Context: an optimization exercise on an open-source flow, tuned for small area, a short achievable clock period and few clock cycles per item. The choices shown serve that exercise and are no tape-out recipe.
RTL that was checked went through simulation tests only; none was proved equivalent to the original.

==> flow/design.v (excerpt) <==
module audio_to_direct_recording_bits (
  input  logic        clk_i,
  input  logic        rst_ni,
  input  logic        psel,
  input  logic        penable,
  input  logic        pwrite,
  input  logic [3:0]  paddr,
  input  logic [31:0] pwdata,
  output logic [31:0] prdata,
  output logic        pready,
  input  logic        in_valid_i,
  output logic        in_ready_o,
  input  logic [7:0]  sample_value_i,
  input  logic        is_last_i,
  output logic        out_valid_o,
  input  logic        out_ready_i,
  output logic [7:0]  packed_byte_o,
  output logic [3:0]  valid_bits_o,
  output logic        final_byte_o,
  output logic [23:0] total_bytes_o,
  output logic        run_clipped_o
);
clock: 9.0 ns
lec_check: 0
cap_margin: 20
core_margin: 2
core_utilization: 45
cts_buf_list: sky130_fd_sc_hd__clkbuf_4 sky130_fd_sc_hd__clkbuf_8
cts_cluster_size: 30
setup_slack_margin: 5
slew_margin: 20
run.sh (not shown) runs the stock make flow with config.mk's settings and CLKGATE_MAP_FILE= SYNTH_SCRIPT=/design/flow/synth_recipe.tcl, a recipe that flattens the netlist after the stock synthesis.
The baseline went through all stages and came out clean.
Testbench counts at the start, summed over its fixed seeds: cycles 20,556, samples 19,200.
==> next run, changes <==
--- a/flow/config.mk
+++ b/flow/config.mk
@@ -11,2 +10,0 @@
-export CTS_BUF_LIST = sky130_fd_sc_hd__clkbuf_4 sky130_fd_sc_hd__clkbuf_8
-export CTS_CLUSTER_SIZE = 30
=>
- via count falls slightly
- maximum frequency stays flat
- sequential share of layout area barely changes
- die area stays the same
- clock-buffer cell count falls by 21
- design area hardly moves
- routed wire length falls slightly
- worst setup slack barely changes
==> next run, changes <==
--- a/flow/config.mk
+++ b/flow/config.mk
@@ -11 +11,3 @@
-export SETUP_SLACK_MARGIN = 5
+export CTS_CLUSTER_DIAMETER = 80
+export CTS_CLUSTER_SIZE = 40
+export SETUP_SLACK_MARGIN = 4.6
What happened: Setup slack gets better by 0.048 ns; register-to-register slack loses 0.22 ns; via count drops by 0.93%; utilization shrinks by 1.4 points.
==> next run, changes <==
--- a/flow/config.mk
+++ b/flow/config.mk
@@ -11,2 +11,2 @@
-export CTS_CLUSTER_DIAMETER = 80
-export CTS_CLUSTER_SIZE = 40
+export CTS_BUF_LIST = sky130_fd_sc_hd__clkbuf_4 sky130_fd_sc_hd__clkbuf_8
+export CTS_CLUSTER_SIZE = 30
Effect: The changed run went through all stages and came out clean. Synthesized area is unchanged. Cell count went up by about 2.6%.

* * *

job 101:
audio_to_direct_recording_bits, a different RTL version from the one above (not shown whole).
Size in the first run: ~1500 cells after synthesis, about 240 flip-flops, about 15000 µm² of cells after synthesis.
clock: 9.0 ns
lec_check: 0
cap_margin: 20
core_margin: 2
core_utilization: 80
cts_cluster_diameter: 70
cts_cluster_size: 36
setup_slack_margin: 4.6
slew_margin: 20
standard.sh (not shown) runs the stock make flow with config.mk's settings and CLKGATE_MAP_FILE= SYNTH_SCRIPT=/design/flow/synth_recipe.tcl, a recipe that flattens the netlist after the stock synthesis.
==> flow/flow/run.sh <==
#!/bin/bash
# The standard layout, with plain buffers (not delay buffers) on the ports.
set -euo pipefail
export BUFFER_PORTS_ARGS="-buffer_cell sky130_fd_sc_hd__buf_2"
bash standard.sh > standard.log 2>&1
Per the final summary, job 101 finished and its layout is clean on timing, DRC and antenna.
Testbench counts of job 101, summed over its fixed seeds: cycles 20,164, samples 19,200.
> inputs changed (job 101 -> job 102)
Settings: SETUP_SLACK_MARGIN changed from 4.6 to 4.8; CORE_UTILIZATION changed from 80 to 60.
==> comparison <==
On job 102: non-clock buffer count in the final layout is 15 higher than what job 101 gave. Job 102 against job 101: critical path depth shows a reduction of 2, via count of the first global-routing pass went down, routed via count divided by cell count went down by 0.93, clock-buffer cell count dropped 1. Taking job 101 as the reference, in job 102 slew at the pin with the worst max-slew slack went down 9.8 ps; routed wire length went down 12%.
Edits applied to the flow inputs when going from job 102 to job 103:
Settings: CORE_UTILIZATION: 60 -> 70; SETUP_SLACK_MARGIN: 4.8 -> 4.6.
==> comparison <==
Job 102 finished all stages; the layout is clean. The flow did not stop early for job 103: all stages ran, and the layout cleared the timing, DRC and antenna checks. Between job 102 and job 103, hold slack is lower for job 102, job 103 comes in above that. Delta (job 103 minus job 102): wire length reported by the detailed router shrank by about 3%, worst clock skew level, wire length the detailed router placed on met1 went down about 7%.
Setup changes, job 103 to job 104
Settings: a change of CORE_UTILIZATION from 70 to 60.
==> comparison <==
- Across job 103 and job 104, none had a timing, DRC or antenna violation.
- Synthesized area came out exactly the same in job 103 and job 104.
- Job 104 packs its core more loosely than job 103.
- Compared with job 103, job 104 ends up with a larger final cell area.

* * *

== violet ==
Another version of the RTL of audio_to_direct_recording_bits (not shown whole).
Size: about 1700 cells after synthesis, about 130 I/O pins, about 16000 sq um of cells after synthesis.
Design audio_to_direct_recording_bits, start of the top module:
module audio_to_direct_recording_bits (
  input  logic        clk_i,
  input  logic        rst_ni,
  input  logic        psel,
  input  logic        penable,
  input  logic        pwrite,
  input  logic [3:0]  paddr,
  input  logic [31:0] pwdata,
  output logic [31:0] prdata,
  output logic        pready,
  input  logic        in_valid_i,
  output logic        in_ready_o,
  input  logic [7:0]  sample_value_i,
  input  logic        is_last_i,
  output logic        out_valid_o,
  input  logic        out_ready_i,
  output logic [7:0]  packed_byte_o,
  output logic [3:0]  valid_bits_o,
  output logic        final_byte_o,
  output logic [23:0] total_bytes_o,
  output logic        run_clipped_o
);
make LEC_CHECK=0 CAP_MARGIN=20 CORE_MARGIN=2 CORE_UTILIZATION=45 SETUP_SLACK_MARGIN=5 SLEW_MARGIN=20 finish   # period 9.0 ns
run.sh (not shown) runs the stock make flow with config.mk's settings and CLKGATE_MAP_FILE= SYNTH_SCRIPT=/design/flow/synth_recipe.tcl, a recipe that flattens the netlist after the stock synthesis.
Stock flow here: none of the scripts above is used.
## Diff of input files: sierra against violet
--- a/flow/config.mk
+++ b/flow/config.mk
@@ -6,7 +6,7 @@
 export NUM_CORES = 4
 export LEC_CHECK = 0
+export ABC_CLOCK_PERIOD_IN_PS = 3000
 export CAP_MARGIN = 20
 export CORE_MARGIN = 2
 export CORE_UTILIZATION = 45
-export SETUP_SLACK_MARGIN = 5
 export SLEW_MARGIN = 20
==> summary.txt <==
- Global-route usage, sierra and violet: smaller value in sierra
- Across both runs, met2 wirelength from detailed routing was lower for sierra than for violet.
- On worst-margin pin slew, the lower figure sits with violet, not sierra.
- Between sierra and violet, it is sierra whose routing usage on met1 is lower, by 0.59 points.
- Going from violet to sierra, number of buffers added for setup after CTS shrinks by 37.
- sierra vs violet, non-clock buffer total of the final layout went down by 31%.
- Diff sierra and violet: setup slack lower in sierra
> inputs changed (sierra -> zinc)
--- a/flow/config.mk
+++ b/flow/config.mk
@@ -6,7 +6,7 @@
 export NUM_CORES = 4
 export LEC_CHECK = 0
-export ABC_CLOCK_PERIOD_IN_PS = 3000
 export CAP_MARGIN = 20
 export CORE_MARGIN = 2
 export CORE_UTILIZATION = 45
+export SETUP_SLACK_MARGIN = 4
 export SLEW_MARGIN = 20
### Flow results
- Post-CTS repair timing setup buffer count (lower): sierra
- Sequential portion of the cell area down 0.55 points in zinc wrt sierra
- Comparing zinc against sierra, there is no change at all in DRC violation count after routing.
- NOTE: overall via count from detail_route in zinc exceeds that of sierra
- Looking at portion of the clock cycle consumed by the worst path in the final layout, zinc sits 11 points lower than sierra does.
- When zinc is measured against sierra, its non-clock buffer area fraction after layout turns out 0.82 points higher.
- Final non-filler cell area for zinc is higher than for sierra.
Inputs modified between zinc and willow:
--- a/flow/config.mk
+++ b/flow/config.mk
@@ -9,4 +9,3 @@
 export CORE_MARGIN = 2
 export CORE_UTILIZATION = 45
-export SETUP_SLACK_MARGIN = 4
 export SLEW_MARGIN = 20
[summary]
- [compare] base=zinc new=willow: number of fill cells picked up an extra 38; post-route cell area went down by 1.5%; global-route usage about even.
No functional check of the RTL was part of any run of this note.

-- separate check: timing with driven ports --
In the flow no input, the clock included, has a driving cell. The finished layouts below were timed again as built, in two steps. Step 1 assumes that a clkbuf_16 drives the clock port and a buf_2 every other input. Step 2 moves the port delays by t, midway between the first and last clock arrival at a register: inputs arrive t later, outputs are due t later. That takes back most of the time a late clock gives input paths. a / b / c = no drivers / after step 1 / after step 2; a / b = the first two.
| run | shift t [ns] | slack for setup (ns) | clock arrival spread, ns | worst data-port slew with drivers (ns) |
|---|---|---|---|---|
| the first run of note 1 | 0.597 | 4.495 / 4.456 / 4.456 | 0.031 / 0.030 | 0.10 |
| the second run of note 1 | 0.594 | 4.496 / 4.457 / 4.457 | 0.021 / 0.020 | 0.10 |
| the third run of note 1 | 0.557 | 4.544 / 4.488 / 4.488 | 0.032 / 0.032 | 0.06 |
| the fourth run of note 1 | 0.596 | 4.566 / 4.502 / 4.502 | 0.027 / 0.026 | 0.06 |
| job 101 | 0.536 | 4.613 / 4.506 / 4.506 | 0.027 / 0.027 | 0.12 |
| job 102 | 0.545 | 4.622 / 4.516 / 4.516 | 0.035 / 0.035 | 0.12 |
| job 103 | 0.540 | 4.623 / 4.495 / 4.495 | 0.038 / 0.038 | 0.13 |
| job 104 | 0.554 | 4.590 / 4.463 / 4.463 | 0.035 / 0.035 | 0.13 |
| violet | 0.579 | 4.431 / 4.367 / 4.367 | 0.014 / 0.015 | 0.08 |
| sierra | 0.601 | 3.070 / 2.981 / 2.981 | 0.032 / 0.032 | 0.09 |
| zinc | 0.591 | 4.038 / 3.981 / 3.981 | 0.009 / 0.009 | 0.07 |
| willow | 0.601 | 3.070 / 2.981 / 2.981 | 0.032 / 0.032 | 0.09 |
After both steps every run listed still meets setup and hold. The setup slack of job 103, which loses most, moves by -0.128 ns with the drivers and by -0.128 ns with both steps.
